This design comes from an exercise in tuning for small area, a short achievable clock period and few clock cycles on the open sky130 flow, not from production work. The RTL was checked by simulation tests, not by an equivalence proof against the original design. Power and IR drop assume default switching activity.

## flow/run.sh

```bash
#!/bin/bash
# synth_recipe.tcl (not shown) runs the flow's synth.tcl, then flattens the netlist and writes it again
# the make line also repeats each setting of config.mk as NAME=value (left out here)
make -C /OpenROAD-flow-scripts/flow DESIGN_CONFIG=/design/flow/config.mk WORK_HOME=/design/flow/orfs CLKGATE_MAP_FILE= SYNTH_SCRIPT=/design/flow/synth_recipe.tcl finish
```

## flow/config.mk

```make
export PLATFORM = sky130hd
export DESIGN_NAME = wildcard_name_matcher
export DESIGN_NICKNAME = wildcard_name_matcher
export VERILOG_FILES = /design/flow/design.v
export SDC_FILE = /design/flow/constraint.sdc
export NUM_CORES = 4
export LEC_CHECK = 0
export CAP_MARGIN = 20
export CORE_MARGIN = 2
export CORE_UTILIZATION = 40
export SLEW_MARGIN = 20
```

## flow/constraint.sdc

```tcl
create_clock -name core_clock -period 5.0 [get_ports {i_clk}]
set_input_delay 1.0000 -clock core_clock [delete_from_list [all_inputs] [get_ports {i_clk}]]
set_output_delay 1.0000 -clock core_clock [all_outputs]
set_load 0.01 [all_outputs]
```

## flow/design.v

```verilog
`timescale 1ns / 1ps
package wnm_pkg;
    localparam int MAX_PATTERN = 32;
    localparam int POS_W       = MAX_PATTERN + 1;
    localparam int LEN_W       = $clog2(MAX_PATTERN + 1);
    localparam logic [7:0] ANY_ONE = 8'd63;
    localparam logic [7:0] ANY_RUN = 8'd42;
    localparam logic CMD_LOAD = 1'b0;
    localparam logic CMD_NAME = 1'b1;
    typedef struct packed {
        logic matched;
        logic pattern_overflow;
    } t_result;
    typedef struct packed {
        logic adv;    
        logic nxt;    
        logic star;   
    } t_cell_link;
endpackage
`timescale 1ns / 1ps
module wnm_cell (
    input  logic                i_clk,
    input  logic                i_wr,
    input  logic [7:0]          i_ch,
    input  logic                i_in_use,
    input  logic                i_cur,
    input  logic                i_adv,
    output wnm_pkg::t_cell_link o_link
);
    logic [7:0] r_byte;
    logic       is_star;
    logic       hit;
    always_ff @(posedge i_clk) begin
        if (i_wr) begin
            r_byte <= i_ch;
        end
    end
    assign is_star = i_in_use && (r_byte == wnm_pkg::ANY_RUN);
    assign hit     = i_in_use && i_cur && !is_star
                     && ((r_byte == wnm_pkg::ANY_ONE) || (r_byte == i_ch));
    assign o_link.adv  = hit;
    assign o_link.nxt  = i_adv | (i_cur & is_star);
    assign o_link.star = is_star;
endmodule
`timescale 1ns / 1ps
module wnm_out_skid (
    input  logic             i_clk,
    input  logic             i_rst_n,
    input  logic             i_push,
    input  wnm_pkg::t_result i_data,
    output logic             o_ready,
    output logic             o_valid,
    input  logic             i_ready,
    output wnm_pkg::t_result o_data
);
    logic    r_out_valid;
    logic    n_out_valid;
    wnm_pkg::t_result r_out;
    wnm_pkg::t_result n_out;
    logic    r_skid_valid;
    logic    n_skid_valid;
    wnm_pkg::t_result r_skid;
    wnm_pkg::t_result n_skid;
    logic    out_free;
    assign out_free = !r_out_valid || i_ready;
    always_comb begin
        n_out_valid  = r_out_valid;
        n_out        = r_out;
        n_skid_valid = r_skid_valid;
        n_skid       = r_skid;
        if (out_free) begin
            if (r_skid_valid) begin
                n_out_valid  = 1'b1;
                n_out        = r_skid;
                n_skid_valid = i_push;
                n_skid       = i_data;
            end else begin
                n_out_valid  = i_push;
                n_out        = i_data;
            end
        end else if (i_push) begin
            n_skid_valid = 1'b1;
            n_skid       = i_data;
        end
    end
    always_ff @(posedge i_clk) begin
        if (!i_rst_n) begin
            r_out_valid  <= 1'b0;
            r_skid_valid <= 1'b0;
        end else begin
            r_out_valid  <= n_out_valid;
            r_skid_valid <= n_skid_valid;
        end
    end
    always_ff @(posedge i_clk) begin
        r_out  <= n_out;
        r_skid <= n_skid;
    end
    assign o_ready = !r_skid_valid;
    assign o_valid = r_out_valid;
    assign o_data  = r_out;
endmodule
`timescale 1ns / 1ps
module wildcard_name_matcher (
    input  logic       i_clk,
    input  logic       i_rst_n,
    input  logic       i_valid,
    output logic       o_ready,
    input  logic       i_cmd,
    input  logic [7:0] i_ch,
    input  logic       i_last,
    output logic       o_valid,
    input  logic       i_ready,
    output logic       o_matched,
    output logic       o_pattern_overflow
);
    logic [wnm_pkg::LEN_W-1:0] r_len;
    logic [wnm_pkg::LEN_W-1:0] n_len;
    logic             r_ovf;
    logic             n_ovf;
    logic             r_load_restart;
    logic             n_load_restart;
    logic [wnm_pkg::POS_W-1:0] r_init;
    logic [wnm_pkg::POS_W-1:0] n_init;
    logic [wnm_pkg::POS_W-1:0] r_act;
    logic [wnm_pkg::POS_W-1:0] n_act;
    logic             r_name_restart;
    logic             n_name_restart;
    logic             in_fire;
    logic             load_wr;
    logic [wnm_pkg::LEN_W-1:0] ld_len;
    logic [wnm_pkg::LEN_W-1:0] ld_next;
    logic [wnm_pkg::POS_W-1:0] ld_init;
    logic [wnm_pkg::POS_W-1:0] cur;
    logic [wnm_pkg::POS_W-1:0] raw;
    logic [wnm_pkg::POS_W-1:0] star_v;
    logic [wnm_pkg::POS_W-1:0] run_sum;
    logic [wnm_pkg::POS_W-1:0] closed;
    logic             push;
    wnm_pkg::t_result          push_data;
    wnm_pkg::t_result          out_data;
    logic [wnm_pkg::MAX_PATTERN-1:0] adv_v;
    assign in_fire = i_valid && o_ready;
    assign ld_len  = r_load_restart ? '0 : r_len;
    assign ld_next = ld_len + wnm_pkg::LEN_W'(1);
    assign ld_init = r_load_restart ? wnm_pkg::POS_W'(1) : r_init;
    assign load_wr = in_fire && (i_cmd == wnm_pkg::CMD_LOAD) && (ld_len < wnm_pkg::LEN_W'(wnm_pkg::MAX_PATTERN));
    assign cur = r_name_restart ? r_init : r_act;
    for (genvar i = 0; i < wnm_pkg::MAX_PATTERN; i++) begin : g_cell
        logic                adv_in;
        wnm_pkg::t_cell_link link;
        if (i == 0) begin : g_first
            assign adv_in = 1'b0;
        end else begin : g_rest
            assign adv_in = adv_v[i-1];
        end
        wnm_cell u_cell (
            .i_clk    (i_clk),
            .i_wr     (load_wr && (ld_len == wnm_pkg::LEN_W'(i))),
            .i_ch     (i_ch),
            .i_in_use (wnm_pkg::LEN_W'(i) < r_len),
            .i_cur    (cur[i]),
            .i_adv    (adv_in),
            .o_link   (link)
        );
        assign adv_v[i]  = link.adv;
        assign raw[i]    = link.nxt;
        assign star_v[i] = link.star;
    end
    assign raw[wnm_pkg::POS_W-1]    = adv_v[wnm_pkg::MAX_PATTERN-1];
    assign star_v[wnm_pkg::POS_W-1] = 1'b0;
    assign run_sum = star_v + (raw & star_v);
    assign closed  = raw | (run_sum ^ star_v);
    always_comb begin
        n_len          = r_len;
        n_ovf          = r_ovf;
        n_load_restart = r_load_restart;
        n_init         = r_init;
        n_act          = r_act;
        n_name_restart = r_name_restart;
        push           = 1'b0;
        if (in_fire) begin
            case (i_cmd)
                wnm_pkg::CMD_LOAD: begin
                    n_ovf  = r_load_restart ? 1'b0 : r_ovf;
                    n_len  = ld_len;
                    n_init = ld_init;
                    if (ld_len < wnm_pkg::LEN_W'(wnm_pkg::MAX_PATTERN)) begin
                        n_len = ld_next;
                        if (ld_init[ld_len] && (i_ch == wnm_pkg::ANY_RUN)) begin
                            n_init[ld_next] = 1'b1;
                        end
                    end else begin
                        n_ovf = 1'b1;
                    end
                    n_load_restart = i_last;
                    n_name_restart = 1'b1;
                end
                wnm_pkg::CMD_NAME: begin
                    n_act          = closed;
                    n_name_restart = i_last;
                    push           = i_last;
                end
                default: begin
                end
            endcase
        end
    end
    assign push_data.matched          = closed[r_len];
    assign push_data.pattern_overflow = r_ovf;
    always_ff @(posedge i_clk) begin
        if (!i_rst_n) begin
            r_len          <= '0;
            r_ovf          <= 1'b0;
            r_load_restart <= 1'b1;
            r_init         <= wnm_pkg::POS_W'(1);
            r_act          <= wnm_pkg::POS_W'(1);
            r_name_restart <= 1'b1;
        end else begin
            r_len          <= n_len;
            r_ovf          <= n_ovf;
            r_load_restart <= n_load_restart;
            r_init         <= n_init;
            r_act          <= n_act;
            r_name_restart <= n_name_restart;
        end
    end
    wnm_out_skid u_out (
        .i_clk   (i_clk),
        .i_rst_n (i_rst_n),
        .i_push  (push),
        .i_data  (push_data),
        .o_ready (o_ready),
        .o_valid (o_valid),
        .i_ready (i_ready),
        .o_data  (out_data)
    );
    assign o_matched          = out_data.matched;
    assign o_pattern_overflow = out_data.pattern_overflow;
endmodule
```

==> impl_metrics.json <==
{
  "finalWorstSetupSlack_ns": 0.356,
  "gr-total-overflow": 0,
  "async_reset_ff_share_pct": 0,
  "yosysUniqueCellTypes": 101,
  "worst_ep_arrival_time_ns": 4.95,
  "portBuffers": 17,
  "setup_viol": 0,
  "die-area_um2": 51800,
  "maxCapViolCount": 0,
  "synth_ff_type": "edfxtp_1",
  "post_cts_buffers": 0,
  "synth-adder-area-share_pct": 0.438,
  "yosysMostFrequentCell": "edfxtp_1",
  "first_global_vias": 16404,
  "hold_depth": 2,
  "grt_setup_unrepaired": "no",
  "clockBufferDepth": 3,
  "ctsHoldBuffers": 0,
  "hp-class": "flip-flop to flip-flop",
  "min_to": "r_init[32]$_SDFFE_PN0P_",
  "final_core_util_pct": 47.3,
  "finalHoldViolCount": 0,
  "period_share_pct": 92.9,
  "r2r_slack_ns": 0.37,
  "status": "timing/DRC/antenna clean",
  "endpoint_kind": "flip-flop",
  "required_ns": 5.31,
  "seq_area_um2": 9330,
  "synth_compound_area_share_pct": 13.4,
  "crit_buf_inv": 6,
  "slew_viol_final": 0,
  "ir_drop_mv": 0.188,
  "ys_seq_area_share_pct": 46.7,
  "grt_max_degree": 44,
  "path_common_cell": "buf_4",
  "p_leak_nw": 7.82,
  "synth_top_family_by_area": "simple AND/OR/NAND/NOR gates",
  "cts_tree": "yes",
  "synth_area_leaders": "edfxtp_1 (39%), dfxtp_1 (7.6%), xor2_1 (6.1%)",
  "gp_congestion": 0.996,
  "antenna_found_initial": 0,
  "die_h_um": 227,
  "yosys.area_share.simple_pct": 21.5,
  "grtUsageTotal_pct": 26.9,
  "cp-start-kind": "primary input",
  "wirelength_um": 69100,
  "num_rows": 81,
  "drive_above_1_share_pct": 16.1,
  "cp_slowest_stage_delay_ns": 0.55,
  "viasPerCell": 5.99,
  "powerDensity_nw_per_um2": 268,
  "num-fill-cells": 4513,
  "min-delay-start": "r_init[32]$_SDFFE_PN0P_",
  "boundaryPins": 18,
  "synth.area.mux_share_pct": 3.52,
  "crit_fanout": 14,
  "core_um2": 49200,
  "post-route-min-period_ns": 4.64,
  "synth_cells": 1967,
  "clock.fmax_mhz": 215,
  "grt_pass1_wl_um": 104000,
  "layout.nets": 2155,
  "synth_seq_cells": 336,
  "dp_hpwl_um": 51400,
  "maxSlewHeadroom_pct": 36.4,
  "start_util_pct": 40.6,
  "rr_endpoint": "u_out.r_out[1]$_DFFE_PN_",
  "synth_area_per_cell_um2": 10.2,
  "wl_per_cell_um": 24.5,
  "ant_nets": 0,
  "power.total_w": 0.00624,
  "clkSinkCount": 336,
  "numCtsBuffers": 40,
  "setup_tns_ns": 0,
  "clkTransAtPathRegs_ns": 0.05,
  "drc": 0,
  "fin_skew_ns": 0.0195,
  "antenna_cells": 0,
  "reg2reg_depth": 14,
  "yosysTopAreaCellShare_pct": 39.1,
  "synthTopCellsByCount": "edfxtp_1 (260), nor2_1 (172), nand2_1 (153)",
  "yosysWarningCount": 3,
  "clk_latency_ns": 0.57,
  "yosysTopAreaCell": "edfxtp_1",
  "synth_fp_nets": 1988,
  "die_w_um": 227,
  "path_cells": "buf_4 > buf_4 > buf_4 > xor2_1 > nor4_1 > a211oi_1 > a211oi_1 > or4_4 > buf_4 > a32o_1 > nor2_1 > buf_4 > o211ai_1 > o31ai_1 > buf_4 > a311oi_1 > nand2_1 > a31oi_2 > mux2_4",
  "slowest_stage": "or4_4",
  "tightest_slew_ns": 0.942,
  "multi_input_area_um2": 10100,
  "place_ws_ns": -0.134,
  "r2r-start": "g_cell[0].u_cell.r_byte[0]$_DFFE_PP_",
  "synth_edf_count": 260,
  "ctsHtreeMaxLevel": 2,
  "initialDrtViolationCount": 1911,
  "cts_root_buf": "clkbuf_16",
  "critPathTopFamily": "compound AO/OA/AOI/OAI gates",
  "area_delta_synth_final_pct": 16.3,
  "dr_total_vias": 16907,
  "drt_first_pass_iters": 6,
  "synth_area_um2": 20000,
  "critPathKind": "primary input to flip-flop",
  "synth_xor_area_share_pct": 11.4
}
## metal layers
metal | GRT usage (%) | vias to the layer above | wire length (um)
met5 | 0 | - | 0
met4 | 10.2 | 0 | 2520
met3 | 4.75 | 141 | 5140
met2 | 41.1 | 691 | 30300
met1 | 38.1 | 8295 | 31100
li1 | - | 7780 | -
## power by group
group / internal [W] / total, W / switching (W)
logic: 0.000149 / 0.000419 / 0.000270
clock network: 0.00159 / 0.00278 / 0.00118
registers: 0.00302 / 0.00304 / 0.0000163
total: 0.00476 / 0.00624 / 0.00147
## area by class of cell
type	count	share of cell area, %
Inverter	19	0.307
Multi-Input combinational cell	1524	43.3
Tap cell	664	3.57
Clock buffer	46	4.49
Sequential cell	336	40.1
Clock inverter	20	0.689
Timing Repair Buffer	213	7.51
## through the flow
| stage | instances | area, um2 | hold slack [ns] |
|---|---|---|---|
| finish | 2822 | 23200 | 0.472 |
| global route | 2822 | 23200 | 0.489 |
| CTS | 2822 | 23200 | 0.467 |
| detailed placement | 2756 | 22000 | 0.447 |
| global placement | 2756 | 22000 | 0.440 |
| floorplan | 1967 | 20000 | 0.425 |
## sequential cells by signal, summed over array words and instances, names as in the netlist, 2 cells and up
register	cells
g_cell.u_cell.r_byte	256
r_act	32
r_init	33
r_len	6
u_out.r_out	2
u_out.r_skid	2
## layout by cell type (no fill, tap or decap), types with 20 or more instances in the layout
cell type  Yosys  layout
buf_4         25     194
and3_1        35      35
nor3_1        69      69
or3_1         32      32
nand4_1       71      71
nand2_1      153     153
edfxtp_1     260     260
a31oi_1       23      23
mux2i_1       23      23
a211oi_1      24      24
o21ai_0      105     105
nor4_1        60      59
nor2_1       172     172
xnor2_1      122     122
nand3_1       59      59
dfxtp_1       76      74
xor2_1       139     139
and2_1        22      21
mux2_2        20      20
clkbuf_16      0      41
a21oi_1       75      74
## worst max-delay path by stage
stage	startpoint	slack, ns	depth (start not counted)	endpoint
global route	r_len[1]$_SDFFE_PN0P_	0.12	20	u_out.r_out[1]$_DFFE_PN_
floorplan	i_ch[6]	0.42	18	u_out.r_out[1]$_DFFE_PN_
global placement	i_ch[2]	-0.17	18	u_out.r_out[1]$_DFFE_PN_
finish	i_ch[6]	0.36	19	u_out.r_out[1]$_DFFE_PN_
CTS	r_name_restart$_SDFFE_PN1P_	0.19	17	u_out.r_out[1]$_DFFE_PN_
detailed placement	i_ch[2]	-0.13	18	u_out.r_out[1]$_DFFE_PN_
## worst min-delay path, cell delays in order, from the launching register on
cell and delay (ns):
dfxtp_1 0.32, nand2_1 0.05, o31ai_1 0.06
## logic make-up after synthesis
logic type                 count (synthesis)
DFF                                      336
AOI/OAI and AO/OA                        392
muxes                                     55
and+or+nand+nor                          809
buffers and inverters                    107
adders and majority gates                  7
xor gates and xnor gates                 261
## timing repair
item / in CTS / in global routing
resized for setup: 0 / 1
hold endpoints to repair: 0 / 0
endpoints found under the setup margin: 0 / 1
Testbench counts, summed over its fixed seeds: cycles 32,674.

-- port drivers added, routing unchanged --
In the flow no input, the clock included, has a driving cell. The finished layout below was timed again as built, in two steps.
Step 1 sets driving cells, clkbuf_16 on the clock port and buf_2 on the other inputs (assumed; they add their load-dependent delay and slew).
Step 2 times the ports against the registers' clock, not the clock port: input delays grow and output delays shrink by t, the midpoint of the rising clock arrivals with the driver on.
Three values: ideal ports, drivers, drivers and shift; two values: the first two.
t, ns: 0.619
setup WS [ns]: 0.356 / 0.374 / -0.235
slew at the worst register clock pin (ns): 0.06 / 0.06
Met with ideal ports but missed after step 2: setup timing in this run. The setup slack of this run moves by +0.018 ns with the drivers and by -0.591 ns with both steps.
